Context: an optimization exercise on an open-source flow, tuned for small area. The choices shown serve that exercise and are no tape-out recipe. In this exercise RTL edits were held to simulation tests only and were not proved equivalent to the original. No activity file was given, so power comes from the tool's default toggle rates.

==> flow/design.v (excerpt) <==
module lcd2004_driver #(
    parameter int CLK_HZ          = 50_000_000,
    parameter int BOOT_WAIT_US    = 1_000,
    parameter int REFRESH_WAIT_US = 1_000
) (
    input  logic         clk,
    input  logic         rst,
    input  logic [47:0]  serial_number_i,
    input  logic         serial_done_i,
    input  logic [7:0]   chance_ascii_i,
    input  logic [479:0] msg_i,
    output logic         lcd_rs_o,
    output logic         lcd_en_o,
    output logic [3:0]   lcd_data_o,
    output logic         activated_o
);
==> module lcd2004_driver, before the edit <==
module lcd2004_driver #(
    parameter int CLK_HZ          = 50_000_000,
    parameter int BOOT_WAIT_US    = 1_000,
    parameter int REFRESH_WAIT_US = 1_000
) (
    input  logic         clk,
    input  logic         rst,
    input  logic [47:0]  serial_number_i,
    input  logic         serial_done_i,
    input  logic [7:0]   chance_ascii_i,
    input  logic [479:0] msg_i,
    output logic         lcd_rs_o,
    output logic         lcd_en_o,
    output logic [3:0]   lcd_data_o,
    output logic         activated_o
);
    localparam int DIV = CLK_HZ / 1_000_000;
    logic [5:0] pre;
    logic       tick;
    assign tick = (pre == 6'd0);
    always_ff @(posedge clk or negedge rst) begin
        if (!rst)                    pre <= '0;
        else if (pre == 6'(DIV - 1)) pre <= '0;
        else                         pre <= pre + 1'b1;
    end
    localparam logic [1:0] M_WAIT = 2'd0, M_PRE = 2'd1, M_SEND = 2'd2;
    logic [10:0] tcnt;
    logic [1:0]  mode;
    logic        busy;
    logic [1:0]  row;
    logic [4:0]  col;
    logic start, lo_load, byte_end, is_long, wait_done, latch_en;
    assign start     = (mode == M_SEND) && !busy;
    assign is_long   = !activated_o && ((col == 5'd15) || (col == 5'd16) || (col == 5'd20));
    assign byte_end  = busy && tick && (tcnt == (is_long ? 11'd2018 : 11'd58));
    assign lo_load   = busy && tick && (tcnt == 11'd8);
    assign wait_done = (activated_o || (col == 5'd15)) ? (tcnt == 11'(REFRESH_WAIT_US))
                                                       : serial_done_i;
    assign latch_en  = (mode == M_WAIT) && wait_done;
    always_ff @(posedge clk or negedge rst) begin
        if (!rst) begin
            tcnt        <= '1;
            mode        <= M_WAIT;
            busy        <= 1'b0;
            row         <= 2'd3;
            col         <= 5'd15;
            activated_o <= 1'b0;
            lcd_rs_o    <= 1'b0;
        end else begin
            if (start)     tcnt <= '0;
            else if (tick) tcnt <= tcnt + 1'b1;
            case (mode)
                M_WAIT:  if (wait_done) mode <= M_PRE;
                M_PRE:   mode <= M_SEND;
                default: if (start && row == 2'd3 && col == 5'd20) mode <= M_WAIT;
            endcase
            if (start)         busy <= 1'b1;
            else if (byte_end) busy <= 1'b0;
            if (byte_end) begin
                if (col == 5'd20) begin
                    col <= '0;
                    row <= row + 1'b1;
                end else begin
                    col <= col + 1'b1;
                end
            end
            if (start) begin
                lcd_rs_o <= activated_o && (col != 5'd0);
                if (row == 2'd0 && col == 5'd0) activated_o <= 1'b1;
            end
        end
    end
    assign lcd_en_o = busy && ((tcnt >= 11'd3 && tcnt <= 11'd5) || (tcnt >= 11'd12 && tcnt <= 11'd14));
    logic [47:0]  serial_q;
    logic [7:0]   chance_q;
    logic [479:0] msg_q;
    always_ff @(posedge clk) begin
        if (latch_en) begin
            serial_q <= serial_number_i;
            chance_q <= chance_ascii_i;
            msg_q    <= msg_i;
        end
    end
    logic [3:1]  rowsel;
    logic [20:1] coln;        
    logic [20:1] r0sel;       
    logic [7:0]  var_byte, const_byte, cur_byte;
    always_comb begin
        for (int r = 1; r < 4; r++)   rowsel[r] = (row == 2'(r));
        for (int c = 1; c <= 20; c++) coln[c]   = !(activated_o && col == 5'(c));
        for (int c = 1; c <= 20; c++) r0sel[c]  = activated_o && row == 2'd0 && col == 5'(c);
    end
    logic [7:0] y1 [1:20];
    logic [7:0] g2 [0:9];
    logic [7:0] f0 [0:6];
    for (genvar c = 1; c <= 20; c++) begin : g_col
        for (genvar b = 0; b < 8; b++) begin : g_bit
            lcd_aoi222 u_l1 (
                .a0 (rowsel[1]), .b0 (msg_q[472 - 8*((1-1)*20 + c-1) + b]),
                .a1 (rowsel[2]), .b1 (msg_q[472 - 8*((2-1)*20 + c-1) + b]),
                .a2 (rowsel[3]), .b2 (msg_q[472 - 8*((3-1)*20 + c-1) + b]),
                .y  (y1[c][b])
            );
        end
    end
    for (genvar k = 0; k < 10; k++) begin : g_pair
        for (genvar b = 0; b < 8; b++) begin : g_bit
            lcd_oai22 u_l2 (
                .a0 (coln[2*k+1]), .b0 (y1[2*k+1][b]),
                .a1 (coln[2*k+2]), .b1 (y1[2*k+2][b]),
                .y  (g2[k][b])
            );
        end
    end
    for (genvar s = 0; s < 7; s++) begin : g_r0
        for (genvar b = 0; b < 8; b++) begin : g_bit
            if (s < 6) begin : g_sn
                lcd_nand2 u_f0 (.a (r0sel[5+s]), .b (serial_q[47 - 8*s - 7 + b]), .y (f0[s][b]));
            end else begin : g_ch
                lcd_nand2 u_f0 (.a (r0sel[20]), .b (chance_q[b]), .y (f0[s][b]));
            end
        end
    end
    always_comb begin
        var_byte = '0;
        for (int k = 0; k < 10; k++) var_byte = var_byte | g2[k];
        for (int s = 0; s < 7; s++)  var_byte = var_byte | ~f0[s];
    end
    always_comb begin
        if (col == 5'd0) begin
            case (row)
                2'd0:    const_byte = 8'h80;
                2'd1:    const_byte = 8'hC0;
                2'd2:    const_byte = 8'h94;
                default: const_byte = 8'hD4;
            endcase
        end else if (!activated_o) begin
            case (col)
                5'd15:   const_byte = 8'h33;
                5'd16:   const_byte = 8'h32;
                5'd17:   const_byte = 8'h28;
                5'd18:   const_byte = 8'h0C;
                5'd19:   const_byte = 8'h06;
                default: const_byte = 8'h01;
            endcase
        end else if (row == 2'd0) begin
            case (col)
                5'd1:  const_byte = "S";
                5'd2:  const_byte = "N";
                5'd3:  const_byte = ":";
                5'd5, 5'd6, 5'd7, 5'd8, 5'd9, 5'd10, 5'd20:
                       const_byte = 8'h00;
                5'd12: const_byte = "c";
                5'd13: const_byte = "h";
                5'd14: const_byte = "a";
                5'd15: const_byte = "n";
                5'd16: const_byte = "c";
                5'd17: const_byte = "e";
                5'd18: const_byte = ":";
                default: const_byte = " ";
            endcase
        end else begin
            const_byte = 8'h00;
        end
    end
    assign cur_byte = var_byte | const_byte;
    always_ff @(posedge clk or negedge rst) begin
        if (!rst)         lcd_data_o <= '0;
        else if (start)   lcd_data_o <= cur_byte[7:4];
        else if (lo_load) lcd_data_o <= cur_byte[3:0];
    end
endmodule
export LEC_CHECK = 0
export CAP_MARGIN = 20
export CORE_MARGIN = 2
export CORE_UTILIZATION = 40
export SLEW_MARGIN = 20
export SYNTH_HIERARCHICAL = 1
export SYNTH_MINIMUM_KEEP_SIZE = 0
create_clock -name core_clock -period 20.0 [get_ports {clk}]
standard.sh (not shown) runs the stock make flow with config.mk's settings and CLKGATE_MAP_FILE= SYNTH_SCRIPT=/design/flow/synth_recipe.tcl, a recipe that flattens the netlist after the stock synthesis.
==> flow/flow/run.sh <==
#!/bin/bash
# Own layout flow: the standard synthesis and ORFS flow, with single-size
# port buffers and a clustered clock tree without dummy loads.
set -uo pipefail
bash standard.sh synth > synth.log 2>&1 || exit 1
bash standard.sh \
  BUFFER_PORTS_ARGS="-buffer_cell sky130_fd_sc_hd__buf_1" \
  CTS_ARGS="-sink_clustering_enable -repair_clock_nets -dont_use_dummy_load -buf_list sky130_fd_sc_hd__clkbuf_8 -sink_clustering_size 16 -sink_clustering_max_diameter 80" \
  finish > layout.log 2>&1 || exit 1
==> next run, changes <==
--- a/flow/design.v
+++ b/flow/design.v
@@ -34,14 +34,14 @@
     output logic [3:0]   lcd_data_o,
     output logic         activated_o
 );
-    localparam int DIV = CLK_HZ / 1_000_000;
+    localparam logic [5:0] PRE_FIRST = 6'b011101;
+    localparam logic [5:0] PRE_LAST  = 6'b001110;
     logic [5:0] pre;
     logic       tick;
-    assign tick = (pre == 6'd0);
+    assign tick = (pre == PRE_FIRST);
     always_ff @(posedge clk or negedge rst) begin
-        if (!rst)                    pre <= '0;
-        else if (pre == 6'(DIV - 1)) pre <= '0;
-        else                         pre <= pre + 1'b1;
+        if (!rst) pre <= PRE_FIRST;
+        else      pre <= {pre[4:0], pre[5] ^ pre[4] ^ (pre == PRE_LAST)};
     end
     localparam logic [1:0] M_WAIT = 2'd0, M_PRE = 2'd1, M_SEND = 2'd2;
     logic [10:0] tcnt;
@@ -65,10 +65,8 @@
             row         <= 2'd3;
             col         <= 5'd15;
             activated_o <= 1'b0;
-            lcd_rs_o    <= 1'b0;
         end else begin
-            if (start)     tcnt <= '0;
-            else if (tick) tcnt <= tcnt + 1'b1;
+            tcnt <= start ? '0 : tcnt + 11'(tick);
             case (mode)
                 M_WAIT:  if (wait_done) mode <= M_PRE;
                 M_PRE:   mode <= M_SEND;
@@ -76,20 +74,14 @@
             endcase
             if (start)         busy <= 1'b1;
             else if (byte_end) busy <= 1'b0;
-            if (byte_end) begin
-                if (col == 5'd20) begin
-                    col <= '0;
-                    row <= row + 1'b1;
-                end else begin
-                    col <= col + 1'b1;
-                end
-            end
+            col <= (byte_end && col == 5'd20) ? 5'd0 : col + 5'(byte_end);
+            row <= row + 2'(byte_end && col == 5'd20);
             if (start) begin
-                lcd_rs_o <= activated_o && (col != 5'd0);
                 if (row == 2'd0 && col == 5'd0) activated_o <= 1'b1;
             end
         end
     end
+    assign lcd_rs_o = activated_o && (busy ? (col != 5'd0) : (col != 5'd1));
     assign lcd_en_o = busy && ((tcnt >= 11'd3 && tcnt <= 11'd5) || (tcnt >= 11'd12 && tcnt <= 11'd14));
     logic [47:0]  serial_q;
     logic [7:0]   chance_q;
@@ -106,13 +98,15 @@
     logic [20:1] r0sel;       
     logic [7:0]  var_byte, const_byte, cur_byte;
     always_comb begin
-        for (int r = 1; r < 4; r++)   rowsel[r] = (row == 2'(r));
-        for (int c = 1; c <= 20; c++) coln[c]   = !(activated_o && col == 5'(c));
-        for (int c = 1; c <= 20; c++) r0sel[c]  = activated_o && row == 2'd0 && col == 5'(c);
+        rowsel[1] = (row == 2'd1);
+        rowsel[2] = (row == 2'd2);
+        rowsel[3] = (row == 2'd3) && activated_o;
+        for (int c = 1; c <= 20; c++) coln[c]   = !(col == 5'(c));
+        for (int c = 1; c <= 20; c++) r0sel[c]  = (row == 2'd0) && (col == 5'(c));
     end
     logic [7:0] y1 [1:20];
     logic [7:0] g2 [0:9];
-    logic [7:0] f0 [0:6];
+    logic [7:0] f0 [0:2];
     for (genvar c = 1; c <= 20; c++) begin : g_col
         for (genvar b = 0; b < 8; b++) begin : g_bit
             lcd_aoi222 u_l1 (
@@ -132,19 +126,23 @@
             );
         end
     end
-    for (genvar s = 0; s < 7; s++) begin : g_r0
+    for (genvar s = 0; s < 2; s++) begin : g_r0
         for (genvar b = 0; b < 8; b++) begin : g_bit
-            if (s < 6) begin : g_sn
-                lcd_nand2 u_f0 (.a (r0sel[5+s]), .b (serial_q[47 - 8*s - 7 + b]), .y (f0[s][b]));
-            end else begin : g_ch
-                lcd_nand2 u_f0 (.a (r0sel[20]), .b (chance_q[b]), .y (f0[s][b]));
-            end
+            lcd_aoi222 u_f0 (
+                .a0 (r0sel[5+3*s]), .b0 (serial_q[40 - 8*(3*s)   + b]),
+                .a1 (r0sel[6+3*s]), .b1 (serial_q[40 - 8*(3*s+1) + b]),
+                .a2 (r0sel[7+3*s]), .b2 (serial_q[40 - 8*(3*s+2) + b]),
+                .y  (f0[s][b])
+            );
         end
+    end
+    for (genvar b = 0; b < 8; b++) begin : g_ch
+        lcd_nand2 u_f0 (.a (r0sel[20]), .b (chance_q[b]), .y (f0[2][b]));
     end
     always_comb begin
         var_byte = '0;
         for (int k = 0; k < 10; k++) var_byte = var_byte | g2[k];
-        for (int s = 0; s < 7; s++)  var_byte = var_byte | ~f0[s];
+        for (int s = 0; s < 3; s++)  var_byte = var_byte | ~f0[s];
     end
     always_comb begin
         if (col == 5'd0) begin
Result: The new run passed the timing, design-rule and antenna checks. Cell count shrinks by 4.9%. Register-to-register slack gains 0.90 ns. Clock power decreases by about 2%. Via count drops by 3.8%. Total power went down by 0.67%. Synthesized area falls by 1.7%. Global-route usage goes down by 0.29 points. Core utilization is about the same. Die area fell by 1.7%. Setup slack improved by 0.74 ns. Clock skew is about the same.

## afterwards: timing with drivers on the ports
No port has a modelled driver above. Below, the same layouts with a new extraction and two added sets of constraints. Step 1, drivers: a clkbuf_16 drives clk and a buf_2 each remaining input, both assumed. Step 2 also shifts input and output timing later by t, the mid clock arrival at the registers, as if the neighbouring blocks saw the same clock. Slacks: ideal / step 1 / step 2; pairs: ideal / step 1.
| run | shift t [ns] | setup slack, ns | hold WS [ns] | worst register clock-pin slew, ns | worst data-port slew with drivers (ns) |
|---|---|---|---|---|---|
| the first run | 0.676 | 12.745 / 12.770 / 12.094 | 0.514 / 0.514 / 0.514 | 0.11 / 0.11 | 0.12 |
| the second run | 0.676 | 13.489 / 13.502 / 12.826 | 0.372 / 0.372 / 0.372 | 0.11 / 0.11 | 0.10 |
After both steps every run listed still meets setup and hold. For the second run, which loses most, drivers alone change the setup slack by +0.013 ns; drivers and shift together by -0.663 ns.
